This is an optimization exercise on Yosys and OpenROAD, whose aim is small area, a short achievable clock period and few clock cycles per item, not a production implementation.
Only simulation tests tie the RTL to the original design; equivalence was not proved.
Power figures rest on the tool's default switching activity, not on a simulated workload.

**flow/design.v**
```verilog
package tomasulo_pkg;
  localparam int data_w   = 32;
  localparam int reg_w    = 3;
  localparam int num_regs = 8;
  localparam int op_w     = 3;
  localparam int instr_w  = 12;
  localparam logic [op_w-1:0] op_nop = 3'd0;
  localparam logic [op_w-1:0] op_ld  = 3'd1;
  localparam logic [op_w-1:0] op_st  = 3'd2;
  localparam logic [op_w-1:0] op_add = 3'd3;
  localparam logic [op_w-1:0] op_mul = 3'd4;
endpackage
`timescale 1ns/10ps
module mul_csa_step (
  input  logic [31:0] a,
  input  logic [5:0] one,
  input  logic [5:0] two,
  input  logic [5:0] neg,
  input  logic [31:0] ps,
  input  logic [31:0] pc,
  output logic [31:0] s,
  output logic [31:0] c,
  output logic [0:0] x
);
  logic [31:0] pp0;
  logic [29:0] pp1;
  logic [27:0] pp2;
  logic [25:0] pp3;
  logic [23:0] pp4;
  logic [21:0] pp5;
  logic t1, t2, t3, t4, t5, t6, t7, t8, t9, t10, t11, t12, t13, t14, t15, t16;
  logic t17, t18, t19, t20, t21, t22, t23, t24, t25, t26, t27, t28, t29, t30, t31, t32;
  logic t33, t34, t35, t36, t37, t38, t39, t40, t41, t42, t43, t44, t45, t46, t47, t48;
  logic t49, t50, t51, t52, t53, t54, t55, t56, t57, t58, t59, t60, t61, t62, t63, t64;
  logic t65, t66, t67, t68, t69, t70, t71, t72, t73, t74, t75, t76, t77, t78, t79, t80;
  logic t81, t82, t83, t84, t85, t86, t87, t88, t89, t90, t91, t92, t93, t94, t95, t96;
  logic t97, t98, t99, t100, t101, t102, t103, t104, t105, t106, t107, t108, t109, t110, t111, t112;
  logic t113, t114, t115, t116, t117, t118, t119, t120, t121, t122, t123, t124, t125, t126, t127, t128;
  logic t129, t130, t131, t132, t133, t134, t135, t136, t137, t138, t139, t140, t141, t142, t143, t144;
  logic t145, t146, t147, t148, t149, t150, t151, t152, t153, t154, t155, t156, t157, t158, t159, t160;
  logic t161, t162, t163, t164, t165, t166, t167, t168, t169, t170, t171, t172, t173, t174, t175, t176;
  logic t177, t178, t179, t180, t181, t182, t183, t184, t185, t186, t187, t188, t189, t190, t191, t192;
  logic t193, t194, t195, t196, t197, t198, t199, t200, t201, t202, t203, t204, t205, t206, t207, t208;
  logic t209, t210, t211, t212, t213, t214, t215, t216, t217, t218, t219, t220, t221, t222, t223, t224;
  logic t225, t226, t227, t228, t229, t230, t231, t232, t233, t234, t235, t236, t237, t238, t239, t240;
  logic t241, t242, t243, t244, t245, t246, t247, t248, t249, t250, t251, t252, t253, t254, t255, t256;
  logic t257, t258, t259, t260, t261, t262, t263, t264, t265, t266, t267, t268, t269, t270, t271, t272;
  logic t273, t274, t275, t276, t277, t278, t279, t280, t281, t282, t283, t284, t285, t286, t287, t288;
  logic t289, t290, t291, t292, t293, t294;
  assign pp0[0] = (one[0] & a[0]) ^ neg[0];
  assign pp0[1] = ((one[0] & a[1]) | (two[0] & a[0])) ^ neg[0];
  assign pp0[2] = ((one[0] & a[2]) | (two[0] & a[1])) ^ neg[0];
  assign pp0[3] = ((one[0] & a[3]) | (two[0] & a[2])) ^ neg[0];
  assign pp0[4] = ((one[0] & a[4]) | (two[0] & a[3])) ^ neg[0];
  assign pp0[5] = ((one[0] & a[5]) | (two[0] & a[4])) ^ neg[0];
  assign pp0[6] = ((one[0] & a[6]) | (two[0] & a[5])) ^ neg[0];
  assign pp0[7] = ((one[0] & a[7]) | (two[0] & a[6])) ^ neg[0];
  assign pp0[8] = ((one[0] & a[8]) | (two[0] & a[7])) ^ neg[0];
  assign pp0[9] = ((one[0] & a[9]) | (two[0] & a[8])) ^ neg[0];
  assign pp0[10] = ((one[0] & a[10]) | (two[0] & a[9])) ^ neg[0];
  assign pp0[11] = ((one[0] & a[11]) | (two[0] & a[10])) ^ neg[0];
  assign pp0[12] = ((one[0] & a[12]) | (two[0] & a[11])) ^ neg[0];
  assign pp0[13] = ((one[0] & a[13]) | (two[0] & a[12])) ^ neg[0];
  assign pp0[14] = ((one[0] & a[14]) | (two[0] & a[13])) ^ neg[0];
  assign pp0[15] = ((one[0] & a[15]) | (two[0] & a[14])) ^ neg[0];
  assign pp0[16] = ((one[0] & a[16]) | (two[0] & a[15])) ^ neg[0];
  assign pp0[17] = ((one[0] & a[17]) | (two[0] & a[16])) ^ neg[0];
  assign pp0[18] = ((one[0] & a[18]) | (two[0] & a[17])) ^ neg[0];
  assign pp0[19] = ((one[0] & a[19]) | (two[0] & a[18])) ^ neg[0];
  assign pp0[20] = ((one[0] & a[20]) | (two[0] & a[19])) ^ neg[0];
  assign pp0[21] = ((one[0] & a[21]) | (two[0] & a[20])) ^ neg[0];
  assign pp0[22] = ((one[0] & a[22]) | (two[0] & a[21])) ^ neg[0];
  assign pp0[23] = ((one[0] & a[23]) | (two[0] & a[22])) ^ neg[0];
  assign pp0[24] = ((one[0] & a[24]) | (two[0] & a[23])) ^ neg[0];
  assign pp0[25] = ((one[0] & a[25]) | (two[0] & a[24])) ^ neg[0];
  assign pp0[26] = ((one[0] & a[26]) | (two[0] & a[25])) ^ neg[0];
  assign pp0[27] = ((one[0] & a[27]) | (two[0] & a[26])) ^ neg[0];
  assign pp0[28] = ((one[0] & a[28]) | (two[0] & a[27])) ^ neg[0];
  assign pp0[29] = ((one[0] & a[29]) | (two[0] & a[28])) ^ neg[0];
  assign pp0[30] = ((one[0] & a[30]) | (two[0] & a[29])) ^ neg[0];
  assign pp0[31] = ((one[0] & a[31]) | (two[0] & a[30])) ^ neg[0];
  assign pp1[0] = (one[1] & a[0]) ^ neg[1];
  assign pp1[1] = ((one[1] & a[1]) | (two[1] & a[0])) ^ neg[1];
  assign pp1[2] = ((one[1] & a[2]) | (two[1] & a[1])) ^ neg[1];
  assign pp1[3] = ((one[1] & a[3]) | (two[1] & a[2])) ^ neg[1];
  assign pp1[4] = ((one[1] & a[4]) | (two[1] & a[3])) ^ neg[1];
  assign pp1[5] = ((one[1] & a[5]) | (two[1] & a[4])) ^ neg[1];
  assign pp1[6] = ((one[1] & a[6]) | (two[1] & a[5])) ^ neg[1];
  assign pp1[7] = ((one[1] & a[7]) | (two[1] & a[6])) ^ neg[1];
  assign pp1[8] = ((one[1] & a[8]) | (two[1] & a[7])) ^ neg[1];
  assign pp1[9] = ((one[1] & a[9]) | (two[1] & a[8])) ^ neg[1];
  assign pp1[10] = ((one[1] & a[10]) | (two[1] & a[9])) ^ neg[1];
  assign pp1[11] = ((one[1] & a[11]) | (two[1] & a[10])) ^ neg[1];
  assign pp1[12] = ((one[1] & a[12]) | (two[1] & a[11])) ^ neg[1];
  assign pp1[13] = ((one[1] & a[13]) | (two[1] & a[12])) ^ neg[1];
  assign pp1[14] = ((one[1] & a[14]) | (two[1] & a[13])) ^ neg[1];
  assign pp1[15] = ((one[1] & a[15]) | (two[1] & a[14])) ^ neg[1];
  assign pp1[16] = ((one[1] & a[16]) | (two[1] & a[15])) ^ neg[1];
  assign pp1[17] = ((one[1] & a[17]) | (two[1] & a[16])) ^ neg[1];
  assign pp1[18] = ((one[1] & a[18]) | (two[1] & a[17])) ^ neg[1];
  assign pp1[19] = ((one[1] & a[19]) | (two[1] & a[18])) ^ neg[1];
  assign pp1[20] = ((one[1] & a[20]) | (two[1] & a[19])) ^ neg[1];
  assign pp1[21] = ((one[1] & a[21]) | (two[1] & a[20])) ^ neg[1];
  assign pp1[22] = ((one[1] & a[22]) | (two[1] & a[21])) ^ neg[1];
  assign pp1[23] = ((one[1] & a[23]) | (two[1] & a[22])) ^ neg[1];
  assign pp1[24] = ((one[1] & a[24]) | (two[1] & a[23])) ^ neg[1];
  assign pp1[25] = ((one[1] & a[25]) | (two[1] & a[24])) ^ neg[1];
  assign pp1[26] = ((one[1] & a[26]) | (two[1] & a[25])) ^ neg[1];
  assign pp1[27] = ((one[1] & a[27]) | (two[1] & a[26])) ^ neg[1];
  assign pp1[28] = ((one[1] & a[28]) | (two[1] & a[27])) ^ neg[1];
  assign pp1[29] = ((one[1] & a[29]) | (two[1] & a[28])) ^ neg[1];
  assign pp2[0] = (one[2] & a[0]) ^ neg[2];
  assign pp2[1] = ((one[2] & a[1]) | (two[2] & a[0])) ^ neg[2];
  assign pp2[2] = ((one[2] & a[2]) | (two[2] & a[1])) ^ neg[2];
  assign pp2[3] = ((one[2] & a[3]) | (two[2] & a[2])) ^ neg[2];
  assign pp2[4] = ((one[2] & a[4]) | (two[2] & a[3])) ^ neg[2];
  assign pp2[5] = ((one[2] & a[5]) | (two[2] & a[4])) ^ neg[2];
  assign pp2[6] = ((one[2] & a[6]) | (two[2] & a[5])) ^ neg[2];
  assign pp2[7] = ((one[2] & a[7]) | (two[2] & a[6])) ^ neg[2];
  assign pp2[8] = ((one[2] & a[8]) | (two[2] & a[7])) ^ neg[2];
  assign pp2[9] = ((one[2] & a[9]) | (two[2] & a[8])) ^ neg[2];
  assign pp2[10] = ((one[2] & a[10]) | (two[2] & a[9])) ^ neg[2];
  assign pp2[11] = ((one[2] & a[11]) | (two[2] & a[10])) ^ neg[2];
  assign pp2[12] = ((one[2] & a[12]) | (two[2] & a[11])) ^ neg[2];
  assign pp2[13] = ((one[2] & a[13]) | (two[2] & a[12])) ^ neg[2];
  assign pp2[14] = ((one[2] & a[14]) | (two[2] & a[13])) ^ neg[2];
  assign pp2[15] = ((one[2] & a[15]) | (two[2] & a[14])) ^ neg[2];
  assign pp2[16] = ((one[2] & a[16]) | (two[2] & a[15])) ^ neg[2];
  assign pp2[17] = ((one[2] & a[17]) | (two[2] & a[16])) ^ neg[2];
  assign pp2[18] = ((one[2] & a[18]) | (two[2] & a[17])) ^ neg[2];
  assign pp2[19] = ((one[2] & a[19]) | (two[2] & a[18])) ^ neg[2];
  assign pp2[20] = ((one[2] & a[20]) | (two[2] & a[19])) ^ neg[2];
  assign pp2[21] = ((one[2] & a[21]) | (two[2] & a[20])) ^ neg[2];
  assign pp2[22] = ((one[2] & a[22]) | (two[2] & a[21])) ^ neg[2];
  assign pp2[23] = ((one[2] & a[23]) | (two[2] & a[22])) ^ neg[2];
  assign pp2[24] = ((one[2] & a[24]) | (two[2] & a[23])) ^ neg[2];
  assign pp2[25] = ((one[2] & a[25]) | (two[2] & a[24])) ^ neg[2];
  assign pp2[26] = ((one[2] & a[26]) | (two[2] & a[25])) ^ neg[2];
  assign pp2[27] = ((one[2] & a[27]) | (two[2] & a[26])) ^ neg[2];
  assign pp3[0] = (one[3] & a[0]) ^ neg[3];
  assign pp3[1] = ((one[3] & a[1]) | (two[3] & a[0])) ^ neg[3];
  assign pp3[2] = ((one[3] & a[2]) | (two[3] & a[1])) ^ neg[3];
  assign pp3[3] = ((one[3] & a[3]) | (two[3] & a[2])) ^ neg[3];
  assign pp3[4] = ((one[3] & a[4]) | (two[3] & a[3])) ^ neg[3];
  assign pp3[5] = ((one[3] & a[5]) | (two[3] & a[4])) ^ neg[3];
  assign pp3[6] = ((one[3] & a[6]) | (two[3] & a[5])) ^ neg[3];
  assign pp3[7] = ((one[3] & a[7]) | (two[3] & a[6])) ^ neg[3];
  assign pp3[8] = ((one[3] & a[8]) | (two[3] & a[7])) ^ neg[3];
  assign pp3[9] = ((one[3] & a[9]) | (two[3] & a[8])) ^ neg[3];
  assign pp3[10] = ((one[3] & a[10]) | (two[3] & a[9])) ^ neg[3];
  assign pp3[11] = ((one[3] & a[11]) | (two[3] & a[10])) ^ neg[3];
  assign pp3[12] = ((one[3] & a[12]) | (two[3] & a[11])) ^ neg[3];
  assign pp3[13] = ((one[3] & a[13]) | (two[3] & a[12])) ^ neg[3];
  assign pp3[14] = ((one[3] & a[14]) | (two[3] & a[13])) ^ neg[3];
  assign pp3[15] = ((one[3] & a[15]) | (two[3] & a[14])) ^ neg[3];
  assign pp3[16] = ((one[3] & a[16]) | (two[3] & a[15])) ^ neg[3];
  assign pp3[17] = ((one[3] & a[17]) | (two[3] & a[16])) ^ neg[3];
  assign pp3[18] = ((one[3] & a[18]) | (two[3] & a[17])) ^ neg[3];
  assign pp3[19] = ((one[3] & a[19]) | (two[3] & a[18])) ^ neg[3];
  assign pp3[20] = ((one[3] & a[20]) | (two[3] & a[19])) ^ neg[3];
  assign pp3[21] = ((one[3] & a[21]) | (two[3] & a[20])) ^ neg[3];
  assign pp3[22] = ((one[3] & a[22]) | (two[3] & a[21])) ^ neg[3];
  assign pp3[23] = ((one[3] & a[23]) | (two[3] & a[22])) ^ neg[3];
  assign pp3[24] = ((one[3] & a[24]) | (two[3] & a[23])) ^ neg[3];
  assign pp3[25] = ((one[3] & a[25]) | (two[3] & a[24])) ^ neg[3];
  assign pp4[0] = (one[4] & a[0]) ^ neg[4];
  assign pp4[1] = ((one[4] & a[1]) | (two[4] & a[0])) ^ neg[4];
  assign pp4[2] = ((one[4] & a[2]) | (two[4] & a[1])) ^ neg[4];
  assign pp4[3] = ((one[4] & a[3]) | (two[4] & a[2])) ^ neg[4];
  assign pp4[4] = ((one[4] & a[4]) | (two[4] & a[3])) ^ neg[4];
  assign pp4[5] = ((one[4] & a[5]) | (two[4] & a[4])) ^ neg[4];
  assign pp4[6] = ((one[4] & a[6]) | (two[4] & a[5])) ^ neg[4];
  assign pp4[7] = ((one[4] & a[7]) | (two[4] & a[6])) ^ neg[4];
  assign pp4[8] = ((one[4] & a[8]) | (two[4] & a[7])) ^ neg[4];
  assign pp4[9] = ((one[4] & a[9]) | (two[4] & a[8])) ^ neg[4];
  assign pp4[10] = ((one[4] & a[10]) | (two[4] & a[9])) ^ neg[4];
  assign pp4[11] = ((one[4] & a[11]) | (two[4] & a[10])) ^ neg[4];
  assign pp4[12] = ((one[4] & a[12]) | (two[4] & a[11])) ^ neg[4];
  assign pp4[13] = ((one[4] & a[13]) | (two[4] & a[12])) ^ neg[4];
  assign pp4[14] = ((one[4] & a[14]) | (two[4] & a[13])) ^ neg[4];
  assign pp4[15] = ((one[4] & a[15]) | (two[4] & a[14])) ^ neg[4];
  assign pp4[16] = ((one[4] & a[16]) | (two[4] & a[15])) ^ neg[4];
  assign pp4[17] = ((one[4] & a[17]) | (two[4] & a[16])) ^ neg[4];
  assign pp4[18] = ((one[4] & a[18]) | (two[4] & a[17])) ^ neg[4];
  assign pp4[19] = ((one[4] & a[19]) | (two[4] & a[18])) ^ neg[4];
  assign pp4[20] = ((one[4] & a[20]) | (two[4] & a[19])) ^ neg[4];
  assign pp4[21] = ((one[4] & a[21]) | (two[4] & a[20])) ^ neg[4];
  assign pp4[22] = ((one[4] & a[22]) | (two[4] & a[21])) ^ neg[4];
  assign pp4[23] = ((one[4] & a[23]) | (two[4] & a[22])) ^ neg[4];
  assign pp5[0] = (one[5] & a[0]) ^ neg[5];
  assign pp5[1] = ((one[5] & a[1]) | (two[5] & a[0])) ^ neg[5];
  assign pp5[2] = ((one[5] & a[2]) | (two[5] & a[1])) ^ neg[5];
  assign pp5[3] = ((one[5] & a[3]) | (two[5] & a[2])) ^ neg[5];
  assign pp5[4] = ((one[5] & a[4]) | (two[5] & a[3])) ^ neg[5];
  assign pp5[5] = ((one[5] & a[5]) | (two[5] & a[4])) ^ neg[5];
  assign pp5[6] = ((one[5] & a[6]) | (two[5] & a[5])) ^ neg[5];
  assign pp5[7] = ((one[5] & a[7]) | (two[5] & a[6])) ^ neg[5];
  assign pp5[8] = ((one[5] & a[8]) | (two[5] & a[7])) ^ neg[5];
  assign pp5[9] = ((one[5] & a[9]) | (two[5] & a[8])) ^ neg[5];
  assign pp5[10] = ((one[5] & a[10]) | (two[5] & a[9])) ^ neg[5];
  assign pp5[11] = ((one[5] & a[11]) | (two[5] & a[10])) ^ neg[5];
  assign pp5[12] = ((one[5] & a[12]) | (two[5] & a[11])) ^ neg[5];
  assign pp5[13] = ((one[5] & a[13]) | (two[5] & a[12])) ^ neg[5];
  assign pp5[14] = ((one[5] & a[14]) | (two[5] & a[13])) ^ neg[5];
  assign pp5[15] = ((one[5] & a[15]) | (two[5] & a[14])) ^ neg[5];
  assign pp5[16] = ((one[5] & a[16]) | (two[5] & a[15])) ^ neg[5];
  assign pp5[17] = ((one[5] & a[17]) | (two[5] & a[16])) ^ neg[5];
  assign pp5[18] = ((one[5] & a[18]) | (two[5] & a[17])) ^ neg[5];
  assign pp5[19] = ((one[5] & a[19]) | (two[5] & a[18])) ^ neg[5];
  assign pp5[20] = ((one[5] & a[20]) | (two[5] & a[19])) ^ neg[5];
  assign pp5[21] = ((one[5] & a[21]) | (two[5] & a[20])) ^ neg[5];
  assign t1 = pp0[10] ^ pp1[8];
  assign t2 = pp0[10] & pp1[8];
  assign t3 = pp0[11] ^ pp1[9];
  assign t4 = pp0[11] & pp1[9];
  assign t5 = pp0[12] ^ pp1[10] ^ pp2[8];
  assign t6 = (pp0[12] & pp1[10]) | (pp0[12] & pp2[8]) | (pp1[10] & pp2[8]);
  assign t7 = pp3[6] ^ pp4[4];
  assign t8 = pp3[6] & pp4[4];
  assign t9 = pp0[13] ^ pp1[11] ^ pp2[9];
  assign t10 = (pp0[13] & pp1[11]) | (pp0[13] & pp2[9]) | (pp1[11] & pp2[9]);
  assign t11 = pp3[7] ^ pp4[5] ^ pp5[3];
  assign t12 = (pp3[7] & pp4[5]) | (pp3[7] & pp5[3]) | (pp4[5] & pp5[3]);
  assign t13 = pp0[14] ^ pp1[12] ^ pp2[10];
  assign t14 = (pp0[14] & pp1[12]) | (pp0[14] & pp2[10]) | (pp1[12] & pp2[10]);
  assign t15 = pp3[8] ^ pp4[6] ^ pp5[4];
  assign t16 = (pp3[8] & pp4[6]) | (pp3[8] & pp5[4]) | (pp4[6] & pp5[4]);
  assign t17 = pp0[15] ^ pp1[13] ^ pp2[11];
  assign t18 = (pp0[15] & pp1[13]) | (pp0[15] & pp2[11]) | (pp1[13] & pp2[11]);
  assign t19 = pp3[9] ^ pp4[7] ^ pp5[5];
  assign t20 = (pp3[9] & pp4[7]) | (pp3[9] & pp5[5]) | (pp4[7] & pp5[5]);
  assign t21 = pp0[16] ^ pp1[14] ^ pp2[12];
  assign t22 = (pp0[16] & pp1[14]) | (pp0[16] & pp2[12]) | (pp1[14] & pp2[12]);
  assign t23 = pp3[10] ^ pp4[8] ^ pp5[6];
  assign t24 = (pp3[10] & pp4[8]) | (pp3[10] & pp5[6]) | (pp4[8] & pp5[6]);
  assign t25 = pp0[17] ^ pp1[15] ^ pp2[13];
  assign t26 = (pp0[17] & pp1[15]) | (pp0[17] & pp2[13]) | (pp1[15] & pp2[13]);
  assign t27 = pp3[11] ^ pp4[9] ^ pp5[7];
  assign t28 = (pp3[11] & pp4[9]) | (pp3[11] & pp5[7]) | (pp4[9] & pp5[7]);
  assign t29 = pp0[18] ^ pp1[16] ^ pp2[14];
  assign t30 = (pp0[18] & pp1[16]) | (pp0[18] & pp2[14]) | (pp1[16] & pp2[14]);
  assign t31 = pp3[12] ^ pp4[10] ^ pp5[8];
  assign t32 = (pp3[12] & pp4[10]) | (pp3[12] & pp5[8]) | (pp4[10] & pp5[8]);
  assign t33 = pp0[19] ^ pp1[17] ^ pp2[15];
  assign t34 = (pp0[19] & pp1[17]) | (pp0[19] & pp2[15]) | (pp1[17] & pp2[15]);
  assign t35 = pp3[13] ^ pp4[11] ^ pp5[9];
  assign t36 = (pp3[13] & pp4[11]) | (pp3[13] & pp5[9]) | (pp4[11] & pp5[9]);
  assign t37 = pp0[20] ^ pp1[18] ^ pp2[16];
  assign t38 = (pp0[20] & pp1[18]) | (pp0[20] & pp2[16]) | (pp1[18] & pp2[16]);
  assign t39 = pp3[14] ^ pp4[12] ^ pp5[10];
  assign t40 = (pp3[14] & pp4[12]) | (pp3[14] & pp5[10]) | (pp4[12] & pp5[10]);
  assign t41 = pp0[21] ^ pp1[19] ^ pp2[17];
  assign t42 = (pp0[21] & pp1[19]) | (pp0[21] & pp2[17]) | (pp1[19] & pp2[17]);
  assign t43 = pp3[15] ^ pp4[13] ^ pp5[11];
  assign t44 = (pp3[15] & pp4[13]) | (pp3[15] & pp5[11]) | (pp4[13] & pp5[11]);
  assign t45 = pp0[22] ^ pp1[20] ^ pp2[18];
  assign t46 = (pp0[22] & pp1[20]) | (pp0[22] & pp2[18]) | (pp1[20] & pp2[18]);
  assign t47 = pp3[16] ^ pp4[14] ^ pp5[12];
  assign t48 = (pp3[16] & pp4[14]) | (pp3[16] & pp5[12]) | (pp4[14] & pp5[12]);
  assign t49 = pp0[23] ^ pp1[21] ^ pp2[19];
  assign t50 = (pp0[23] & pp1[21]) | (pp0[23] & pp2[19]) | (pp1[21] & pp2[19]);
  assign t51 = pp3[17] ^ pp4[15] ^ pp5[13];
  assign t52 = (pp3[17] & pp4[15]) | (pp3[17] & pp5[13]) | (pp4[15] & pp5[13]);
  assign t53 = pp0[24] ^ pp1[22] ^ pp2[20];
  assign t54 = (pp0[24] & pp1[22]) | (pp0[24] & pp2[20]) | (pp1[22] & pp2[20]);
  assign t55 = pp3[18] ^ pp4[16] ^ pp5[14];
  assign t56 = (pp3[18] & pp4[16]) | (pp3[18] & pp5[14]) | (pp4[16] & pp5[14]);
  assign t57 = pp0[25] ^ pp1[23] ^ pp2[21];
  assign t58 = (pp0[25] & pp1[23]) | (pp0[25] & pp2[21]) | (pp1[23] & pp2[21]);
  assign t59 = pp3[19] ^ pp4[17] ^ pp5[15];
  assign t60 = (pp3[19] & pp4[17]) | (pp3[19] & pp5[15]) | (pp4[17] & pp5[15]);
  assign t61 = pp0[26] ^ pp1[24] ^ pp2[22];
  assign t62 = (pp0[26] & pp1[24]) | (pp0[26] & pp2[22]) | (pp1[24] & pp2[22]);
  assign t63 = pp3[20] ^ pp4[18] ^ pp5[16];
  assign t64 = (pp3[20] & pp4[18]) | (pp3[20] & pp5[16]) | (pp4[18] & pp5[16]);
  assign t65 = pp0[27] ^ pp1[25] ^ pp2[23];
  assign t66 = (pp0[27] & pp1[25]) | (pp0[27] & pp2[23]) | (pp1[25] & pp2[23]);
  assign t67 = pp3[21] ^ pp4[19] ^ pp5[17];
  assign t68 = (pp3[21] & pp4[19]) | (pp3[21] & pp5[17]) | (pp4[19] & pp5[17]);
  assign t69 = pp0[28] ^ pp1[26] ^ pp2[24];
  assign t70 = (pp0[28] & pp1[26]) | (pp0[28] & pp2[24]) | (pp1[26] & pp2[24]);
  assign t71 = pp3[22] ^ pp4[20] ^ pp5[18];
  assign t72 = (pp3[22] & pp4[20]) | (pp3[22] & pp5[18]) | (pp4[20] & pp5[18]);
  assign t73 = pp0[29] ^ pp1[27] ^ pp2[25];
  assign t74 = (pp0[29] & pp1[27]) | (pp0[29] & pp2[25]) | (pp1[27] & pp2[25]);
  assign t75 = pp3[23] ^ pp4[21] ^ pp5[19];
  assign t76 = (pp3[23] & pp4[21]) | (pp3[23] & pp5[19]) | (pp4[21] & pp5[19]);
  assign t77 = pp0[30] ^ pp1[28] ^ pp2[26];
  assign t78 = (pp0[30] & pp1[28]) | (pp0[30] & pp2[26]) | (pp1[28] & pp2[26]);
  assign t79 = pp3[24] ^ pp4[22] ^ pp5[20];
  assign t80 = (pp3[24] & pp4[22]) | (pp3[24] & pp5[20]) | (pp4[22] & pp5[20]);
  assign t81 = pp0[31] ^ pp1[29] ^ pp2[27];
  assign t82 = pp3[25] ^ pp4[23] ^ pp5[21];
  assign t83 = pp0[6] ^ pp1[4];
  assign t84 = pp0[6] & pp1[4];
  assign t85 = pp0[7] ^ pp1[5];
  assign t86 = pp0[7] & pp1[5];
  assign t87 = pp0[8] ^ pp1[6] ^ pp2[4];
  assign t88 = (pp0[8] & pp1[6]) | (pp0[8] & pp2[4]) | (pp1[6] & pp2[4]);
  assign t89 = pp3[2] ^ pp4[0];
  assign t90 = pp3[2] & pp4[0];
  assign t91 = pp0[9] ^ pp1[7] ^ pp2[5];
  assign t92 = (pp0[9] & pp1[7]) | (pp0[9] & pp2[5]) | (pp1[7] & pp2[5]);
  assign t93 = pp3[3] ^ pp4[1];
  assign t94 = pp3[3] & pp4[1];
  assign t95 = t1 ^ pp2[6] ^ pp3[4];
  assign t96 = (t1 & pp2[6]) | (t1 & pp3[4]) | (pp2[6] & pp3[4]);
  assign t97 = pp4[2] ^ pp5[0] ^ neg[5];
  assign t98 = (pp4[2] & pp5[0]) | (pp4[2] & neg[5]) | (pp5[0] & neg[5]);
  assign t99 = t3 ^ pp2[7] ^ pp3[5];
  assign t100 = (t3 & pp2[7]) | (t3 & pp3[5]) | (pp2[7] & pp3[5]);
  assign t101 = pp4[3] ^ pp5[1] ^ t2;
  assign t102 = (pp4[3] & pp5[1]) | (pp4[3] & t2) | (pp5[1] & t2);
  assign t103 = t5 ^ t7 ^ pp5[2];
  assign t104 = (t5 & t7) | (t5 & pp5[2]) | (t7 & pp5[2]);
  assign t105 = ps[0] ^ pc[0] ^ t4;
  assign t106 = (ps[0] & pc[0]) | (ps[0] & t4) | (pc[0] & t4);
  assign t107 = t9 ^ t11 ^ ps[1];
  assign t108 = (t9 & t11) | (t9 & ps[1]) | (t11 & ps[1]);
  assign t109 = pc[1] ^ t6 ^ t8;
  assign t110 = (pc[1] & t6) | (pc[1] & t8) | (t6 & t8);
  assign t111 = t13 ^ t15 ^ ps[2];
  assign t112 = (t13 & t15) | (t13 & ps[2]) | (t15 & ps[2]);
  assign t113 = pc[2] ^ t10 ^ t12;
  assign t114 = (pc[2] & t10) | (pc[2] & t12) | (t10 & t12);
  assign t115 = t17 ^ t19 ^ ps[3];
  assign t116 = (t17 & t19) | (t17 & ps[3]) | (t19 & ps[3]);
  assign t117 = pc[3] ^ t14 ^ t16;
  assign t118 = (pc[3] & t14) | (pc[3] & t16) | (t14 & t16);
  assign t119 = t21 ^ t23 ^ ps[4];
  assign t120 = (t21 & t23) | (t21 & ps[4]) | (t23 & ps[4]);
  assign t121 = pc[4] ^ t18 ^ t20;
  assign t122 = (pc[4] & t18) | (pc[4] & t20) | (t18 & t20);
  assign t123 = t25 ^ t27 ^ ps[5];
  assign t124 = (t25 & t27) | (t25 & ps[5]) | (t27 & ps[5]);
  assign t125 = pc[5] ^ t22 ^ t24;
  assign t126 = (pc[5] & t22) | (pc[5] & t24) | (t22 & t24);
  assign t127 = t29 ^ t31 ^ ps[6];
  assign t128 = (t29 & t31) | (t29 & ps[6]) | (t31 & ps[6]);
  assign t129 = pc[6] ^ t26 ^ t28;
  assign t130 = (pc[6] & t26) | (pc[6] & t28) | (t26 & t28);
  assign t131 = t33 ^ t35 ^ ps[7];
  assign t132 = (t33 & t35) | (t33 & ps[7]) | (t35 & ps[7]);
  assign t133 = pc[7] ^ t30 ^ t32;
  assign t134 = (pc[7] & t30) | (pc[7] & t32) | (t30 & t32);
  assign t135 = t37 ^ t39 ^ ps[8];
  assign t136 = (t37 & t39) | (t37 & ps[8]) | (t39 & ps[8]);
  assign t137 = pc[8] ^ t34 ^ t36;
  assign t138 = (pc[8] & t34) | (pc[8] & t36) | (t34 & t36);
  assign t139 = t41 ^ t43 ^ ps[9];
  assign t140 = (t41 & t43) | (t41 & ps[9]) | (t43 & ps[9]);
  assign t141 = pc[9] ^ t38 ^ t40;
  assign t142 = (pc[9] & t38) | (pc[9] & t40) | (t38 & t40);
  assign t143 = t45 ^ t47 ^ ps[10];
  assign t144 = (t45 & t47) | (t45 & ps[10]) | (t47 & ps[10]);
  assign t145 = pc[10] ^ t42 ^ t44;
  assign t146 = (pc[10] & t42) | (pc[10] & t44) | (t42 & t44);
  assign t147 = t49 ^ t51 ^ ps[11];
  assign t148 = (t49 & t51) | (t49 & ps[11]) | (t51 & ps[11]);
  assign t149 = pc[11] ^ t46 ^ t48;
  assign t150 = (pc[11] & t46) | (pc[11] & t48) | (t46 & t48);
  assign t151 = t53 ^ t55 ^ ps[12];
  assign t152 = (t53 & t55) | (t53 & ps[12]) | (t55 & ps[12]);
  assign t153 = pc[12] ^ t50 ^ t52;
  assign t154 = (pc[12] & t50) | (pc[12] & t52) | (t50 & t52);
  assign t155 = t57 ^ t59 ^ ps[13];
  assign t156 = (t57 & t59) | (t57 & ps[13]) | (t59 & ps[13]);
  assign t157 = pc[13] ^ t54 ^ t56;
  assign t158 = (pc[13] & t54) | (pc[13] & t56) | (t54 & t56);
  assign t159 = t61 ^ t63 ^ ps[14];
  assign t160 = (t61 & t63) | (t61 & ps[14]) | (t63 & ps[14]);
  assign t161 = pc[14] ^ t58 ^ t60;
  assign t162 = (pc[14] & t58) | (pc[14] & t60) | (t58 & t60);
  assign t163 = t65 ^ t67 ^ ps[15];
  assign t164 = (t65 & t67) | (t65 & ps[15]) | (t67 & ps[15]);
  assign t165 = pc[15] ^ t62 ^ t64;
  assign t166 = (pc[15] & t62) | (pc[15] & t64) | (t62 & t64);
  assign t167 = t69 ^ t71 ^ ps[16];
  assign t168 = (t69 & t71) | (t69 & ps[16]) | (t71 & ps[16]);
  assign t169 = pc[16] ^ t66 ^ t68;
  assign t170 = (pc[16] & t66) | (pc[16] & t68) | (t66 & t68);
  assign t171 = t73 ^ t75 ^ ps[17];
  assign t172 = (t73 & t75) | (t73 & ps[17]) | (t75 & ps[17]);
  assign t173 = pc[17] ^ t70 ^ t72;
  assign t174 = (pc[17] & t70) | (pc[17] & t72) | (t70 & t72);
  assign t175 = t77 ^ t79 ^ ps[18];
  assign t176 = (t77 & t79) | (t77 & ps[18]) | (t79 & ps[18]);
  assign t177 = pc[18] ^ t74 ^ t76;
  assign t178 = (pc[18] & t74) | (pc[18] & t76) | (t74 & t76);
  assign t179 = t81 ^ t82 ^ ps[19];
  assign t180 = pc[19] ^ t78 ^ t80;
  assign t181 = pp0[4] ^ pp1[2];
  assign t182 = pp0[4] & pp1[2];
  assign t183 = pp0[5] ^ pp1[3];
  assign t184 = pp0[5] & pp1[3];
  assign t185 = t83 ^ pp2[2] ^ pp3[0];
  assign t186 = (t83 & pp2[2]) | (t83 & pp3[0]) | (pp2[2] & pp3[0]);
  assign t187 = t85 ^ pp2[3] ^ pp3[1];
  assign t188 = (t85 & pp2[3]) | (t85 & pp3[1]) | (pp2[3] & pp3[1]);
  assign t189 = t87 ^ t89 ^ neg[4];
  assign t190 = (t87 & t89) | (t87 & neg[4]) | (t89 & neg[4]);
  assign t191 = t91 ^ t93 ^ t88;
  assign t192 = (t91 & t93) | (t91 & t88) | (t93 & t88);
  assign t193 = t95 ^ t97 ^ t92;
  assign t194 = (t95 & t97) | (t95 & t92) | (t97 & t92);
  assign t195 = t99 ^ t101 ^ t96;
  assign t196 = (t99 & t101) | (t99 & t96) | (t101 & t96);
  assign t197 = t103 ^ t105 ^ t100;
  assign t198 = (t103 & t105) | (t103 & t100) | (t105 & t100);
  assign t199 = t107 ^ t109 ^ t104;
  assign t200 = (t107 & t109) | (t107 & t104) | (t109 & t104);
  assign t201 = t111 ^ t113 ^ t108;
  assign t202 = (t111 & t113) | (t111 & t108) | (t113 & t108);
  assign t203 = t115 ^ t117 ^ t112;
  assign t204 = (t115 & t117) | (t115 & t112) | (t117 & t112);
  assign t205 = t119 ^ t121 ^ t116;
  assign t206 = (t119 & t121) | (t119 & t116) | (t121 & t116);
  assign t207 = t123 ^ t125 ^ t120;
  assign t208 = (t123 & t125) | (t123 & t120) | (t125 & t120);
  assign t209 = t127 ^ t129 ^ t124;
  assign t210 = (t127 & t129) | (t127 & t124) | (t129 & t124);
  assign t211 = t131 ^ t133 ^ t128;
  assign t212 = (t131 & t133) | (t131 & t128) | (t133 & t128);
  assign t213 = t135 ^ t137 ^ t132;
  assign t214 = (t135 & t137) | (t135 & t132) | (t137 & t132);
  assign t215 = t139 ^ t141 ^ t136;
  assign t216 = (t139 & t141) | (t139 & t136) | (t141 & t136);
  assign t217 = t143 ^ t145 ^ t140;
  assign t218 = (t143 & t145) | (t143 & t140) | (t145 & t140);
  assign t219 = t147 ^ t149 ^ t144;
  assign t220 = (t147 & t149) | (t147 & t144) | (t149 & t144);
  assign t221 = t151 ^ t153 ^ t148;
  assign t222 = (t151 & t153) | (t151 & t148) | (t153 & t148);
  assign t223 = t155 ^ t157 ^ t152;
  assign t224 = (t155 & t157) | (t155 & t152) | (t157 & t152);
  assign t225 = t159 ^ t161 ^ t156;
  assign t226 = (t159 & t161) | (t159 & t156) | (t161 & t156);
  assign t227 = t163 ^ t165 ^ t160;
  assign t228 = (t163 & t165) | (t163 & t160) | (t165 & t160);
  assign t229 = t167 ^ t169 ^ t164;
  assign t230 = (t167 & t169) | (t167 & t164) | (t169 & t164);
  assign t231 = t171 ^ t173 ^ t168;
  assign t232 = (t171 & t173) | (t171 & t168) | (t173 & t168);
  assign t233 = t175 ^ t177 ^ t172;
  assign t234 = (t175 & t177) | (t175 & t172) | (t177 & t172);
  assign t235 = t179 ^ t180 ^ t176;
  assign t236 = pp0[2] ^ pp1[0];
  assign t237 = pp0[2] & pp1[0];
  assign t238 = pp0[3] ^ pp1[1];
  assign t239 = pp0[3] & pp1[1];
  assign t240 = t181 ^ pp2[0] ^ neg[2];
  assign t241 = (t181 & pp2[0]) | (t181 & neg[2]) | (pp2[0] & neg[2]);
  assign t242 = t183 ^ pp2[1] ^ t182;
  assign t243 = (t183 & pp2[1]) | (t183 & t182) | (pp2[1] & t182);
  assign t244 = t185 ^ neg[3] ^ t184;
  assign t245 = (t185 & neg[3]) | (t185 & t184) | (neg[3] & t184);
  assign t246 = t187 ^ t84 ^ t186;
  assign t247 = (t187 & t84) | (t187 & t186) | (t84 & t186);
  assign t248 = t189 ^ t86 ^ t188;
  assign t249 = (t189 & t86) | (t189 & t188) | (t86 & t188);
  assign t250 = t191 ^ t90 ^ t190;
  assign t251 = (t191 & t90) | (t191 & t190) | (t90 & t190);
  assign t252 = t193 ^ t94 ^ t192;
  assign t253 = (t193 & t94) | (t193 & t192) | (t94 & t192);
  assign t254 = t195 ^ t98 ^ t194;
  assign t255 = (t195 & t98) | (t195 & t194) | (t98 & t194);
  assign t256 = t197 ^ t102 ^ t196;
  assign t257 = (t197 & t102) | (t197 & t196) | (t102 & t196);
  assign t258 = t199 ^ t106 ^ t198;
  assign t259 = (t199 & t106) | (t199 & t198) | (t106 & t198);
  assign t260 = t201 ^ t110 ^ t200;
  assign t261 = (t201 & t110) | (t201 & t200) | (t110 & t200);
  assign t262 = t203 ^ t114 ^ t202;
  assign t263 = (t203 & t114) | (t203 & t202) | (t114 & t202);
  assign t264 = t205 ^ t118 ^ t204;
  assign t265 = (t205 & t118) | (t205 & t204) | (t118 & t204);
  assign t266 = t207 ^ t122 ^ t206;
  assign t267 = (t207 & t122) | (t207 & t206) | (t122 & t206);
  assign t268 = t209 ^ t126 ^ t208;
  assign t269 = (t209 & t126) | (t209 & t208) | (t126 & t208);
  assign t270 = t211 ^ t130 ^ t210;
  assign t271 = (t211 & t130) | (t211 & t210) | (t130 & t210);
  assign t272 = t213 ^ t134 ^ t212;
  assign t273 = (t213 & t134) | (t213 & t212) | (t134 & t212);
  assign t274 = t215 ^ t138 ^ t214;
  assign t275 = (t215 & t138) | (t215 & t214) | (t138 & t214);
  assign t276 = t217 ^ t142 ^ t216;
  assign t277 = (t217 & t142) | (t217 & t216) | (t142 & t216);
  assign t278 = t219 ^ t146 ^ t218;
  assign t279 = (t219 & t146) | (t219 & t218) | (t146 & t218);
  assign t280 = t221 ^ t150 ^ t220;
  assign t281 = (t221 & t150) | (t221 & t220) | (t150 & t220);
  assign t282 = t223 ^ t154 ^ t222;
  assign t283 = (t223 & t154) | (t223 & t222) | (t154 & t222);
  assign t284 = t225 ^ t158 ^ t224;
  assign t285 = (t225 & t158) | (t225 & t224) | (t158 & t224);
  assign t286 = t227 ^ t162 ^ t226;
  assign t287 = (t227 & t162) | (t227 & t226) | (t162 & t226);
  assign t288 = t229 ^ t166 ^ t228;
  assign t289 = (t229 & t166) | (t229 & t228) | (t166 & t228);
  assign t290 = t231 ^ t170 ^ t230;
  assign t291 = (t231 & t170) | (t231 & t230) | (t170 & t230);
  assign t292 = t233 ^ t174 ^ t232;
  assign t293 = (t233 & t174) | (t233 & t232) | (t174 & t232);
  assign t294 = t235 ^ t178;
  assign s[0] = pp0[0];
  assign c[0] = neg[0];
  assign s[1] = pp0[1];
  assign c[1] = 1'b0;
  assign s[2] = t236;
  assign c[2] = neg[1];
  assign s[3] = t238;
  assign c[3] = t237;
  assign s[4] = t240;
  assign c[4] = t239;
  assign s[5] = t242;
  assign c[5] = t241;
  assign s[6] = t244;
  assign c[6] = t243;
  assign s[7] = t246;
  assign c[7] = t245;
  assign s[8] = t248;
  assign c[8] = t247;
  assign s[9] = t250;
  assign c[9] = t249;
  assign s[10] = t252;
  assign c[10] = t251;
  assign s[11] = t254;
  assign c[11] = t253;
  assign s[12] = t256;
  assign c[12] = t255;
  assign s[13] = t258;
  assign c[13] = t257;
  assign s[14] = t260;
  assign c[14] = t259;
  assign s[15] = t262;
  assign c[15] = t261;
  assign s[16] = t264;
  assign c[16] = t263;
  assign s[17] = t266;
  assign c[17] = t265;
  assign s[18] = t268;
  assign c[18] = t267;
  assign s[19] = t270;
  assign c[19] = t269;
  assign s[20] = t272;
  assign c[20] = t271;
  assign s[21] = t274;
  assign c[21] = t273;
  assign s[22] = t276;
  assign c[22] = t275;
  assign s[23] = t278;
  assign c[23] = t277;
  assign s[24] = t280;
  assign c[24] = t279;
  assign s[25] = t282;
  assign c[25] = t281;
  assign s[26] = t284;
  assign c[26] = t283;
  assign s[27] = t286;
  assign c[27] = t285;
  assign s[28] = t288;
  assign c[28] = t287;
  assign s[29] = t290;
  assign c[29] = t289;
  assign s[30] = t292;
  assign c[30] = t291;
  assign s[31] = t294;
  assign c[31] = t234;
  assign x[0] = t293;
endmodule
`timescale 1ns/10ps
module tomasulo_core (
  input  logic                             clk,
  input  logic                             rst,
  input  logic                             instr_req,
  input  logic [tomasulo_pkg::instr_w-1:0] instr,
  input  logic [tomasulo_pkg::reg_w-1:0]   dbg_addr,
  output logic                             instr_ack,
  output logic [tomasulo_pkg::data_w-1:0]  dbg_data,
  output logic                             dbg_busy,
  output logic                             wb_valid,
  output logic [tomasulo_pkg::reg_w-1:0]   wb_dest,
  output logic [tomasulo_pkg::data_w-1:0]  wb_data
);
  localparam int Q = 3;
  logic [Q-1:0] q_v;
  logic [Q-1:0] q_mul;
  logic [2:0]   q_dest [Q];
  logic [2:0]   q_sa   [Q];
  logic [2:0]   q_sb   [Q];
  logic [1:0] step;
  logic [31:0] ps;
  logic [31:0] pc;
  logic [0:0] px;
  logic [0:0] nx;
  logic [31:0] regs [1:7];
  logic [5:0] b_one;
  logic [5:0] b_two;
  logic [5:0] b_neg;
  logic [2:0]  op;
  logic [2:0]  i_dest;
  logic [2:0]  i_sa;
  logic [2:0]  i_sb;
  logic        i_add;
  logic        i_mul;
  logic        i_alu;
  logic        accept;
  logic        push;
  logic        pop;
  logic        mstep;
  logic        mlast;
  logic [31:0] rd_a;
  logic [31:0] rd_b;
  logic [31:0] sum;
  logic [31:0] ns;
  logic [31:0] nc;
  logic [31:0] wd_hi;
  logic [12:0] nd;
  logic [12:0] dsel;
  logic [2:0]  nh_sa;
  logic [2:0]  nh_sb;
  logic [8:0] pf;
  logic [12:0] pfd;
  assign {op, i_dest, i_sa, i_sb} = instr;
  assign i_add = (op == tomasulo_pkg::op_add);
  assign i_mul = (op == tomasulo_pkg::op_mul);
  assign i_alu = i_add || i_mul;
  assign mstep = q_v[0] && q_mul[0] && (step != 2'd3);
  assign pop   = q_v[0] && !mstep;
  assign mlast = q_v[0] && q_mul[0] && (step == 2'd2);
  assign accept = instr_req && !instr_ack && (!i_alu || !q_v[Q-1] || pop);
  assign push   = accept && i_alu;
  always_ff @(posedge clk) begin
    if (rst) begin
      instr_ack <= 1'b0;
    end else if (accept) begin
      instr_ack <= 1'b1;
    end else if (!instr_req) begin
      instr_ack <= 1'b0;
    end
  end
  logic [Q-1:0] q_here;
  logic [Q:0]   q_vx;
  assign q_vx = {1'b0, q_v};
  always_comb begin
    for (int i = 0; i < Q; i++) begin
      if (pop) begin
        q_here[i] = push && q_vx[i] && !q_vx[i + 1];
      end else begin
        q_here[i] = push && !q_vx[i] && ((i == 0) || q_vx[(i + Q) % (Q + 1)]);
      end
    end
  end
  always_ff @(posedge clk) begin
    if (rst) begin
      q_v  <= '0;
      step <= '0;
    end else begin
      for (int i = 0; i < Q; i++) begin
        q_v[i] <= (pop ? q_vx[i + 1] : q_v[i]) || q_here[i];
      end
      if (pop) begin
        step <= '0;
      end else if (mstep) begin
        step <= step + 1'b1;
      end
    end
  end
  always_ff @(posedge clk) begin
    for (int i = 0; i < Q; i++) begin
      if (q_here[i]) begin
        q_mul[i]  <= i_mul;
        q_dest[i] <= i_dest;
        q_sa[i]   <= i_sa;
        q_sb[i]   <= i_sb;
      end else if (pop && (i + 1 < Q)) begin
        q_mul[i]  <= q_mul[(i + 1) % Q];
        q_dest[i] <= q_dest[(i + 1) % Q];
        q_sa[i]   <= q_sa[(i + 1) % Q];
        q_sb[i]   <= q_sb[(i + 1) % Q];
      end else if ((i == 0) && mlast) begin
        q_sa[i] <= 3'd0;
        q_sb[i] <= 3'd0;
      end
    end
  end
  always_comb begin
    rd_a = {ps[31] ^ (^px), ps[30:0]};
    rd_b = pc;
    for (int k = 1; k < 8; k++) begin
      if (q_sa[0] == 3'(k)) rd_a = regs[k];
      if (q_sb[0] == 3'(k)) rd_b = regs[k];
    end
  end
  assign sum = rd_a + rd_b;
  always_comb begin
    case (step)
      2'd0: nd = {rd_b[23:12], rd_b[11]};
      2'd1: nd = {rd_b[11:0], 1'b0};
      default: nd = '0;
    endcase
  end
  assign nh_sa = (pop && q_v[1 % Q] && (Q > 1)) ? q_sa[1 % Q] : i_sa;
  assign nh_sb = (pop && q_v[1 % Q] && (Q > 1)) ? q_sb[1 % Q] : i_sb;
  always_comb begin
    pf = '0;
    for (int k = 1; k < 8; k++) begin
      if (nh_sb == 3'(k)) pf = regs[k][31:23];
    end
    if (pop && (q_dest[0] == nh_sb) && (nh_sb != 3'd0)) pf = sum[31:23];
  end
  assign pfd = {4'b0, pf[8:1], pf[0]};
  always_comb begin
    if (mstep) begin
      dsel = ((q_sa[0] == 3'd0) || (q_sb[0] == 3'd0)) ? '0 : nd;
    end else begin
      dsel = ((nh_sa == 3'd0) || (nh_sb == 3'd0)) ? '0 : pfd;
      dsel[12:9] = '0;
    end
  end
  always_ff @(posedge clk) begin
    for (int i = 0; i < 6; i++) begin
      b_one[i] <= dsel[2 * i + 1] ^ dsel[2 * i];
      b_two[i] <= (dsel[2 * i + 2] & ~dsel[2 * i + 1] & ~dsel[2 * i]) |
                  (~dsel[2 * i + 2] & dsel[2 * i + 1] & dsel[2 * i]);
      b_neg[i] <= dsel[2 * i + 2];
    end
  end
  mul_csa_step csa_inst (.a(rd_a), .one(b_one), .two(b_two), .neg(b_neg),
                         .ps(ps), .pc(pc), .s(ns), .c(nc), .x(nx));
  always_ff @(posedge clk) begin
    if (rst || !mstep) begin
      ps <= '0;
      pc <= '0;
      px <= '0;
    end else begin
      ps <= ns;
      pc <= nc;
      px <= nx;
    end
  end
  assign wd_hi = rst ? 32'd0 : sum;
  always_ff @(posedge clk) begin
    for (int k = 1; k < 8; k++) begin
      if (rst || (pop && (q_dest[0] == 3'(k)))) begin
        regs[k] <= {wd_hi[31:3], rst ? 3'(k) : sum[2:0]};
      end
    end
  end
  always_ff @(posedge clk) begin
    if (rst) begin
      wb_valid <= 1'b0;
    end else begin
      wb_valid <= pop;
    end
    wb_dest <= q_dest[0];
    wb_data <= sum;
  end
  always_comb begin
    dbg_data = '0;
    for (int k = 1; k < 8; k++) begin
      if (dbg_addr == 3'(k)) dbg_data = regs[k];
    end
  end
  always_comb begin
    dbg_busy = wb_valid && (wb_dest == dbg_addr);
    for (int i = 0; i < Q; i++) begin
      if (q_v[i] && (q_dest[i] == dbg_addr)) dbg_busy = 1'b1;
    end
    if (dbg_addr == 3'd0) dbg_busy = 1'b0;
  end
endmodule
```
**flow/run.sh**
```bash
#!/bin/bash
# synth_recipe.tcl (not shown) runs the flow's synth.tcl, then flattens the netlist and writes it again
# the make line also repeats each setting of config.mk as NAME=value (left out here)
make -C /OpenROAD-flow-scripts/flow DESIGN_CONFIG=/design/flow/config.mk WORK_HOME=/design/flow/orfs CLKGATE_MAP_FILE= SYNTH_SCRIPT=/design/flow/synth_recipe.tcl finish
```
**flow/config.mk**
```make
export PLATFORM = sky130hd
export DESIGN_NAME = tomasulo_core
export DESIGN_NICKNAME = tomasulo_core
export VERILOG_FILES = /design/flow/design.v
export SDC_FILE = /design/flow/constraint.sdc
export NUM_CORES = 4
export LEC_CHECK = 0
export CAP_MARGIN = 20
export CORE_MARGIN = 2
export CORE_UTILIZATION = 55
export SETUP_SLACK_MARGIN = 3.0
export SLEW_MARGIN = 20
```
**flow/constraint.sdc**
```tcl
create_clock -name core_clock -period 9.0 [get_ports {clk}]
set_input_delay 1.8000 -clock core_clock [delete_from_list [all_inputs] [get_ports {clk}]]
set_output_delay 1.8000 -clock core_clock [all_outputs]
set_load 0.01 [all_outputs]
```
==> results.tsv, run 1 <==
metric	value	unit
Fin Setup TNS	0	ns
initial antenna violation count	8	
most common flop cell mapped by yosys	edfxtp_1	
Synth top cells by count	edfxtp_1, a22oi_1, inv_1, nand2_1, fa_1	
grt total ovfl	0	
global-route wire length before repair	135700	um
clock sink total	378	
core area	0.04765	sq mm
register share of total power	0.246	
register area share after synthesis	0.3816	
gr usage total	0.3752	
number of library cell types mapped by synthesis	82	
f_max	0.1707	GHz
Slew Viols, Final	0	
unrepaired setup endpoints after global routing	false	
number of synthesized flops with an enable pin	254	
Final setup viols	0	
Die X	223.5	um
crit path launch type	input port	
Post-Synth Adder-Cell Area	0.1212	
Post-DRT Antenna Nets	0	
layout cells sized above 1	0.1520	
die area	0.04994	sq mm
critical path arrival	4.06	ns
final WL	93460	um
Die Ht	223.5	um
Synth Register Bits	378	
# rows	80	
final cell count without fillers	2975	
Iter 0 DRT Violations	2975	
Cells after DPL	2881	
pin slew with the least headroom to its limit	1.177	ns
critical path peak fanout	22	
Internal	6.836	mW
r2r endpoint	b_two[2]	
Synth Area per Inst	11.43	sq um
most frequent cell after synthesis	edfxtp_1	
switching power	5.852	mW
combinational group share of total power	0.610	
Hold EP	q_mul[1]	
Gate Count Post-Synth	2318	
Worst Hold Depth	2	
Tmin final	5.860	ns
TritonCTS Buffers	44	
RR Startpoint	q_sa[0][1]	
Synth Warn #	5	
Nets	2516	
drt via density	6.864	
Worst setup EP type	output pin	
mapped cell area	0.02649	sq mm
hpwl dp	64480	um
VDD IR max	0.3181	mV
CTS tree	done	
DRC errors left	0	
post-synthesis xor/xnor area fraction	0.07373	
Compound-Gate Fraction of Synth Area	0.1365	
Final Hold Fails	0	
Area contributors post-synth	edfxtp_1, fa_1, mux4_2	
cell taking the most area after synthesis	edfxtp_1	
post-synthesis mux area share	0.1517	
Ports	88	
relative slew slack	0.2087	
clk buf depth	3	
clk slew on worst S/H paths	0.06	ns
Power Dens Cells	433.1	mW/mm^2
Synth async-reset ratio	0	
Detailed Routing Iterations Pass 1	6	
clock latency on the worst-skew pair	0.59	ns
leakage	11.13	nW
largest net degree at the start of global routing	60	
r2r setup slk	3.20	ns
Hold Path Origin	q_mul[2]	
top cell type's share of synthesized area	0.2879	
hold crit path type	reg2reg	
sw frac	0.4612	
Post-Synth Simple-Gate Area	0.08100	
R2R cell count	13	
final setup skew	0.01421	ns
max_cap viols	0	
Initial Utilization	0.5560	
worst setup path class	in2out	
htree depth	2	
syn_nets	2514	
gpl congestion	0.9782	
vias	20420	
Port Buf Inserts	87	
Final period util	0.6511	
Clk pwr share	0.143	
Req. time, crit path	7.20	ns
Routed WL per cell	31.42	um
Area Growth Syn to Fin	10.60	%
number of global-route vias before repair	19960	
CTS root buffer	clkbuf_16	
outcome	no timing/DRC/antenna violations	
main combinational cell family by area after synthesis	multiplexers	
==> cells by family after synthesis <==
group | after synthesis
AO/OA/AOI/OAI | 504
XOR/XNOR | 223
adder cells (fa/ha/maj) | 178
buffers and inverters | 356
flip-flops | 378
multiplexers | 251
AND/OR/NAND/NOR | 428
==> layout by cell type (no fill, tap or decap), types with 60 or more instances in the layout <==
master,instances
nor2_1,70
mux4_2,112
xnor2_1,96
a22oi_1,215
clkdlybuf4s50_1,83
dfxtp_1,120
edfxtp_1,254
o21ai_0,60
xor2_1,126
nand2_1,134
inv_1,170
and2_1,65
a21oi_1,63
fa_1,131
mux2_2,83
==> registers in the layout (all words and copies together) (netlist names) <==
signal,cells
q_mul,3
px,1
b_one,6
wb_valid,1
b_two,6
wb_dest,3
step,2
wb_data,32
q_sa,9
q_sb,9
ps,32
pc,31
q_v,3
b_neg,6
regs,224
q_dest,9
instr_ack,1
==> power groups by stage <==
stage | combinational (mW) | sequential [mW] | clock (mW)
global placement | 7.50 | 3.12 | 0
CTS | 7.72 | 3.10 | 1.84
global route | 8.58 | 3.16 | 1.90
detailed placement | 7.61 | 3.13 | 0
finish | 7.75 | 3.12 | 1.82
floorplan | 4.98 | 2.93 | 0
==> worst max path at each step <==
stage | to | depth (start not counted) | from | slack [ns]
after floorplan | dbg_data[11] | 6 | dbg_addr[0] | 3.83
after global placement | dbg_data[11] | 7 | dbg_addr[0] | 2.44
after detailed placement | dbg_data[11] | 7 | dbg_addr[0] | 2.38
after CTS | dbg_data[21] | 6 | dbg_addr[0] | 3.02
after global routing | regs[5][29] | 17 | q_sb[0][0] | 3.04
final | dbg_data[21] | 8 | dbg_addr[0] | 3.14
==> layer usage <==
layer	GRT usage	up-vias	share of wire
met5	0	-	0.00028
met4	0.1654	4	0.051
met3	0.08719	262	0.11
met2	0.5674	1326	0.45
met1	0.5195	10350	0.39
li1	-	8480	-
==> metrics by stage <==
step	cell area (sq um)	hold slack, ns	utilization	setup slack (ns)	power, mW
after floorplan	26490	0.3462	-	3.828	7.915
after global placement	27690	0.5108	0.5812	2.445	10.61
after detailed placement	27710	0.5338	0.5816	2.377	10.73
after CTS	29200	0.5516	0.6128	3.018	12.65
after global routing	29290	0.5678	0.6147	3.039	13.64
final	29300	0.5413	0.6149	3.140	12.69
==> area by class of cell <==
cell class | count | area (sq um)
repair buffers | 140 | 1291
multi-input cells | 1584 | 15020
clock inverters | 27 | 291.5
diodes | 4 | 10.01
flip-flops and latches | 378 | 10110
inverters | 172 | 648.1
fillers | 3929 | 18350
clock buffers | 55 | 1152
well taps | 615 | 769.5
==> critical path, cell delays in order <==
cell and delay, ns:
buf_6 0.25, buf_4 0.32, nand2_1 0.13, nor2_4 0.29
buf_6 0.32, a22oi_1 0.11, nand3_1 0.20, clkdlybuf4s50_1 0.58
==> repair_timing <==
item | in CTS | in global routing
hold buffers | 0 | 0
setup buffers | 0 | 7
resized for setup | 11 | 6
setup endpoints to repair | 26 | 67
Testbench counts, summed over its fixed seeds: cycles 9,877, instrs 4,800.
==> run 2: changes to the inputs <==
--- a/flow/config.mk
+++ b/flow/config.mk
@@ -9,4 +9,6 @@
 export CORE_MARGIN = 2
 export CORE_UTILIZATION = 55
-export SETUP_SLACK_MARGIN = 3.0
+export CTS_BUF_LIST = sky130_fd_sc_hd__clkbuf_8
+export CTS_CLUSTER_SIZE = 24
+export SETUP_SLACK_MARGIN = 4.0
 export SLEW_MARGIN = 20
==> run 2 against run 1 <==
Still clean. Sequential share of layout area decreased by 1.4 points. Critical path type unchanged. Design area increased by 4.4%. Global-route usage increased by 2.3 points. Sequential power about the same. Wire length increased by 6.8%. Clock skew increased by 0.043 ns. Largest cell class unchanged.
==> results.tsv, run 2 <==
metric	value	unit
outcome	no timing/DRC/antenna violations	
Synth Area per Inst	11.43	sq um
combinational group share of total power	0.625	
VDD IR max	0.2842	mV
final setup skew	0.05722	ns
initial antenna violation count	11	
relative slew slack	0.2217	
largest net degree at the start of global routing	59	
htree depth	3	
switching power	6.115	mW
Reg with most FFs	regs	
Initial Utilization	0.5560	
RR Startpoint	q_sa[0][0]	
worst setup path class	in2out	
Gate Count Post-Synth	2318	
Die Ht	223.5	um
leakage	12.07	nW
Clk pwr share	0.134	
gr usage total	0.3983	
Final setup viols	0	
gpl congestion	0.9599	
Detailed Routing Iterations Pass 1	8	
number of library cell types mapped by synthesis	82	
R2R cell count	12	
Die X	223.5	um
core area	0.04765	sq mm
register share of total power	0.240	
register area share after synthesis	0.3816	
pin slew with the least headroom to its limit	1.167	ns
clock sink total	378	
mapped cell area	0.02649	sq mm
Post-DRT Antenna Nets	0	
Req. time, crit path	7.20	ns
Hold Path Origin	q_sb[2][1]	
critical path peak fanout	11	
Port Buf Inserts	87	
top cell type's share of synthesized area	0.2879	
drt via density	6.905	
# rows	80	
fin area	0.03058	sq mm
grt total ovfl	0	
layout cells sized above 1	0.2137	
Post-CTS Hold Buffers	0	
Synth top cells by count	edfxtp_1, a22oi_1, inv_1, nand2_1, fa_1	
r2r endpoint	ps[19]	
Ports	88	
Final period util	0.5630	
global-route wire length before repair	142800	um
max_cap viols	0	
Worst Hold Depth	2	
Final Hold Fails	0	
TritonCTS Buffers	70	
Routed WL per cell	32.30	um
die area	0.04994	sq mm
Synth Register Bits	378	
Worst setup EP type	output pin	
unrepaired setup endpoints after global routing	true	
hold crit path type	reg2reg	
critical path arrival	3.27	ns
Hold WS	0.5343	ns
hpwl dp	64510	um
Largest register FFs	224	
Hold EP	q_sb[1][1]	
Power Dens Cells	425.7	mW/mm^2
commonest non-fill, non-tap cells in the layout	edfxtp_1, a22oi_1, inv_1, nand2_1, fa_1	
CTS root buffer	clkbuf_8	
sw frac	0.4697	
final core occ	0.6418	
Synth Warn #	5	
Internal	6.903	mW
r2r setup slk	4.06	ns
Tmin final	5.067	ns
f_max	0.1974	GHz
number of synthesized flops with an enable pin	254	
number of global-route vias before repair	20530	
most frequent cell after synthesis	edfxtp_1	
most common flop cell mapped by yosys	edfxtp_1	
Slew Viols, Final	0	
Post-Place Cell Area	0.02774	sq mm
Fin Setup TNS	0	ns
commonest non-fill, non-tap cell in the layout	edfxtp_1	
cell taking the most area after synthesis	edfxtp_1	
vias	21340	
clk buf depth	3	
final WL	99810	um
Area contributors post-synth	edfxtp_1, fa_1, mux4_2	
Nets	2610	
clk slew on worst S/H paths	0.05	ns
DRC errors left	0	
syn_nets	2514	
biggest registers after layout	regs (224), ps (32), wb_data (32)	
Area Growth Syn to Fin	15.43	%
clock latency on the worst-skew pair	0.68	ns
CTS tree	done	
Synth async-reset ratio	0	
crit path launch type	input port	
Iter 0 DRT Violations	3152	
==> run 2: cell counts after synthesis <==
No cell type changed its count.
==> run 2: repair_timing <==
action / in CTS / in global routing
gates resized for setup: 137 / 93
pin swaps: 11 / 13
endpoints found under the setup margin: 208 / 179
gates cloned: 10 / 3
setup buffers: 33 / 28
==> run 2: worst max-delay path by stage <==
stage,startpoint,endpoint,slack [ns],cells past startpoint
after floorplan,dbg_addr[0],dbg_data[20],4.05,5
after global placement,dbg_addr[2],dbg_data[12],2.70,6
after detailed placement,dbg_addr[2],dbg_data[20],2.69,6
after CTS,dbg_addr[2],dbg_data[1],3.76,6
after global routing,dbg_addr[2],dbg_data[1],3.90,6
final,dbg_addr[2],dbg_data[1],3.93,6
==> run 2: area by class of cell <==
cell class	instances	area [sq um]
multi-input cells	1584	15280
diodes	4	10.01
inverters	172	651.9
clock inverters	48	349.1
well taps	615	769.5
flip-flops and latches	378	10110
clock buffers	81	1115
fillers	3882	17070
repair buffers	208	2288
==> run 2: cell families (layout without fill, tap and decap cells) <==
| logic type | after synthesis | after routing | synth area share |
|---|---|---|---|
| XOR/XNOR | 223 | 223 | 0.07373 |
| AND/OR/NAND/NOR | 428 | 428 | 0.08100 |
| adder cells (fa/ha/maj) | 178 | 178 | 0.1212 |
| AO/OA/AOI/OAI | 504 | 504 | 0.1365 |
| flip-flops | 378 | 378 | 0.3816 |
| other | 0 | 4 | 0 |
| buffers and inverters | 356 | 509 | 0.05422 |
| multiplexers | 251 | 251 | 0.1517 |
==> run 2: per-stage QoR <==
stage          worst slack [ns]  std cells  power, mW
2_1_floorplan             4.046       2318      7.916
3_3_place_gp              2.695       2883      10.74
3_5_place_dp              2.686       2883      10.91
4_1_cts                   3.763       3055      12.84
5_1_grt                   3.896       3086      13.93
6_report                  3.933       3090      13.02
==> run 2: power by group through the flow <==
stage	clock, mW	combinational, mW	sequential [mW]
final	1.75	8.14	3.13
after global routing	1.84	8.93	3.16
after CTS	1.77	7.98	3.09
after detailed placement	0	7.79	3.12
after global placement	0	7.63	3.10
after floorplan	0	4.98	2.93
==> run 2: critical path: stages <==
cell             delay, ns
buf_16                0.12
buf_16                0.15
mux2_2                0.35
a221oi_1              0.28
a21oi_1               0.08
clkdlybuf4s50_1       0.49
==> run 2: metal layers <==
layer,global-route usage,part of all wire
met1,0.5411,0.38
met2,0.6102,0.45
met3,0.08613,0.11
met4,0.1940,0.055
met5,0,0
==> run 3: changes to the inputs <==
--- a/flow/config.mk
+++ b/flow/config.mk
@@ -9,6 +9,4 @@
 export CORE_MARGIN = 2
 export CORE_UTILIZATION = 55
-export CTS_BUF_LIST = sky130_fd_sc_hd__clkbuf_8
-export CTS_CLUSTER_SIZE = 24
 export SETUP_SLACK_MARGIN = 4.0
 export SLEW_MARGIN = 20
==> run 3 against run 2 <==
Flip-flop and latch count is the same. Fmax shrank 1.9%. Largest power group unchanged. Design area shrank 0.56%. Setup slack lost 0.10 ns. Register-to-register slack gained 0.05 ns. Global-route usage shrank 0.22 points. Sequential power is essentially flat. Largest cell class unchanged. Clock skew shrank 0.037 ns. Synthesized cell count is the same. Still clean. Via count shrank 1.3%.
==> results.tsv, run 3 <==
metric	value	unit
outcome	no timing/DRC/antenna violations	
commonest non-fill, non-tap cell in the layout	edfxtp_1	
cell taking the most area after synthesis	edfxtp_1	
clk buf depth	3	
Post-DRT Antenna Nets	0	
CTS tree	done	
htree depth	2	
Worst setup EP type	output pin	
met3 Use GR	0.08244	
DRC errors left	0	
Ports	88	
Reg with most FFs	regs	
drt via density	6.992	
Gate Count Post-Synth	2318	
commonest non-fill, non-tap cells in the layout	edfxtp_1, a22oi_1, inv_1, nand2_1, fa_1	
Req. time, crit path	7.20	ns
f_max	0.1936	GHz
most frequent cell after synthesis	edfxtp_1	
crit path launch type	input port	
Largest register FFs	224	
most common flop cell mapped by yosys	edfxtp_1	
Final period util	0.5741	
largest net degree at the start of global routing	59	
Area Growth Syn to Fin	14.79	%
initial antenna violation count	8	
Synth Area per Inst	11.43	sq um
critical path arrival	3.37	ns
Post-Place Cell Area	0.02774	sq mm
Hold WS	0.5332	ns
hpwl dp	64510	um
grt total ovfl	0	
GRT Max-Usage Layer	met2	
Die X	223.5	um
gr usage total	0.3961	
Slew Viols, Final	0	
Synth Register Bits	378	
CTS root buffer	clkbuf_16	
Final Hold Fails	0	
Die Ht	223.5	um
fill count	3866	
Port Buf Inserts	87	
TritonCTS Buffers	44	
top cell type's share of synthesized area	0.2879	
gpl congestion	0.9599	
final WL	99510	um
VDD IR max	0.2872	mV
Detailed Routing Iterations Pass 1	8	
# rows	80	
Synth top cells by count	edfxtp_1, a22oi_1, inv_1, nand2_1, fa_1	
Initial Utilization	0.5560	
syn_nets	2514	
Tmin final	5.167	ns
fin area	0.03041	sq mm
number of synthesized flops with an enable pin	254	
met1 usage	0.5332	
mapped cell area	0.02649	sq mm
Iter 0 DRT Violations	3262	
max_cap viols	0	
Fin Setup TNS	0	ns
biggest registers after layout	regs (224), ps (32), wb_data (32)	
Routed WL per cell	33.03	um
Final setup viols	0	
core area	0.04765	sq mm
pin slew with the least headroom to its limit	1.208	ns
Nets	2555	
worst setup path class	in2out	
global-route wire length before repair	142300	um
leakage	11.85	nW
clock sink total	378	
Post-CTS Hold Buffers	0	
clock latency on the worst-skew pair	0.61	ns
register area share after synthesis	0.3816	
Power Dens Cells	435.3	mW/mm^2
clk slew on worst S/H paths	0.05	ns
M2 GR Usage	0.6057	
total power	13.24	mW
vias	21070	
Synth async-reset ratio	0	
Synth Warn #	5	
final core occ	0.6382	
critical path peak fanout	19	
number of library cell types mapped by synthesis	82	
number of global-route vias before repair	20530	
unrepaired setup endpoints after global routing	true	
relative slew slack	0.1950	
final setup skew	0.02031	ns
layout cells sized above 1	0.1912	
hold crit path type	reg2reg	
Area contributors post-synth	edfxtp_1, fa_1, mux4_2	
die area	0.04994	sq mm
-- run 3: cell type report --
class                           count  area [sq um]  area share
Clock buffer                       62          1209     0.03975
Tap cell                          615         769.5     0.02531
Multi-Input combinational cell   1584         15300      0.5033
Inverter                          172         651.9     0.02144
Clock inverter                     20         317.8     0.01045
Sequential cell                   378         10110      0.3326
Antenna cell                        3         7.507   0.0002469
Timing Repair Buffer              179          2034     0.06691
-- run 3: path summary, 6_finish.rpt --
path                     from     endpoint  slack, ns  cells after the start
hold reg to reg    q_sb[2][1]   q_sb[1][1]       0.53                      2
hold / removal     q_sb[2][1]   q_sb[1][1]       0.53                      2
setup reg to reg   q_sa[0][0]       ps[14]       4.11                     14
setup / recovery  dbg_addr[2]  dbg_data[6]       3.83                      8
-- run 3: stage by stage --
| step | std cells | setup WS, ns |
|---|---|---|
| floorplan | 2318 | 4.046 |
| global placement | 2883 | 2.695 |
| detailed placement | 2883 | 2.686 |
| CTS | 3001 | 3.764 |
| global route | 3010 | 3.813 |
| finish | 3013 | 3.833 |
-- run 3: kinds of logic (layout without fill, tap and decap cells) --
kind of cell,after synthesis,after routing,share of synthesized area
buffers and inverters,356,433,0.05422
other,0,3,0
AND/OR/NAND/NOR,428,428,0.08100
XOR/XNOR,223,223,0.07373
multiplexers,251,251,0.1517
adder cells (fa/ha/maj),178,178,0.1212
flip-flops,378,378,0.3816
AO/OA/AOI/OAI,504,504,0.1365
-- run 3: what timing repair did --
item,in CTS,in global routing
cloned,9,3
pin swaps,11,16
resized for setup,126,85
setup endpoints to repair,200,195
buffers inserted,27,5
-- run 3: critical path: stages --
cell and delay, ns:
buf_16 0.18, buf_6 0.26, nor3b_4 0.08, buf_4 0.15, bufbuf_16 0.29, a22oi_1 0.16, nand3_1 0.12, dlygate4sd2_1 0.30
-- run 3: routing by layer --
| metal | routed length (um) | vias to the layer above |
|---|---|---|
| met5 | 0 | - |
| met4 | 5666 | 0 |
| met3 | 11740 | 301 |
| met2 | 44510 | 1561 |
| met1 | 37590 | 10660 |
| li1 | - | 8549 |
-- run 3: report_power, final --
group / total, mW / switching [mW] / internal [mW]
clock network: 1.94 / 0.788 / 1.15
registers: 3.13 / 0.493 / 2.64
logic: 8.17 / 4.84 / 3.33
total: 13.2 / 6.12 / 7.11

## afterwards: timing with drivers on the ports
The flow's constraints put no driver on any port. The routed layouts listed below were extracted and timed again, unchanged, in two steps.
Step 1 assumes that a clkbuf_16 drives the clock port and a buf_2 every other input.
Step 2 also shifts input and output timing later by t, the mid clock arrival at the registers, as if the neighbouring blocks saw the same clock.
Slacks: no drivers / after step 1 / after step 2; pairs: no drivers / after step 1.
run	shift t [ns]	slack for setup (ns)	worst register clock-pin slew, ns
run 1	0.651	3.140 / 3.101 / 3.101	0.07 / 0.07
run 2	0.708	3.933 / 3.850 / 3.846	0.07 / 0.07
run 3	0.665	3.833 / 3.725 / 3.725	0.07 / 0.07
After both steps setup and hold are still met in every run listed. The setup slack of run 3, which loses most, moves by -0.108 ns with the drivers and by -0.108 ns with both steps.
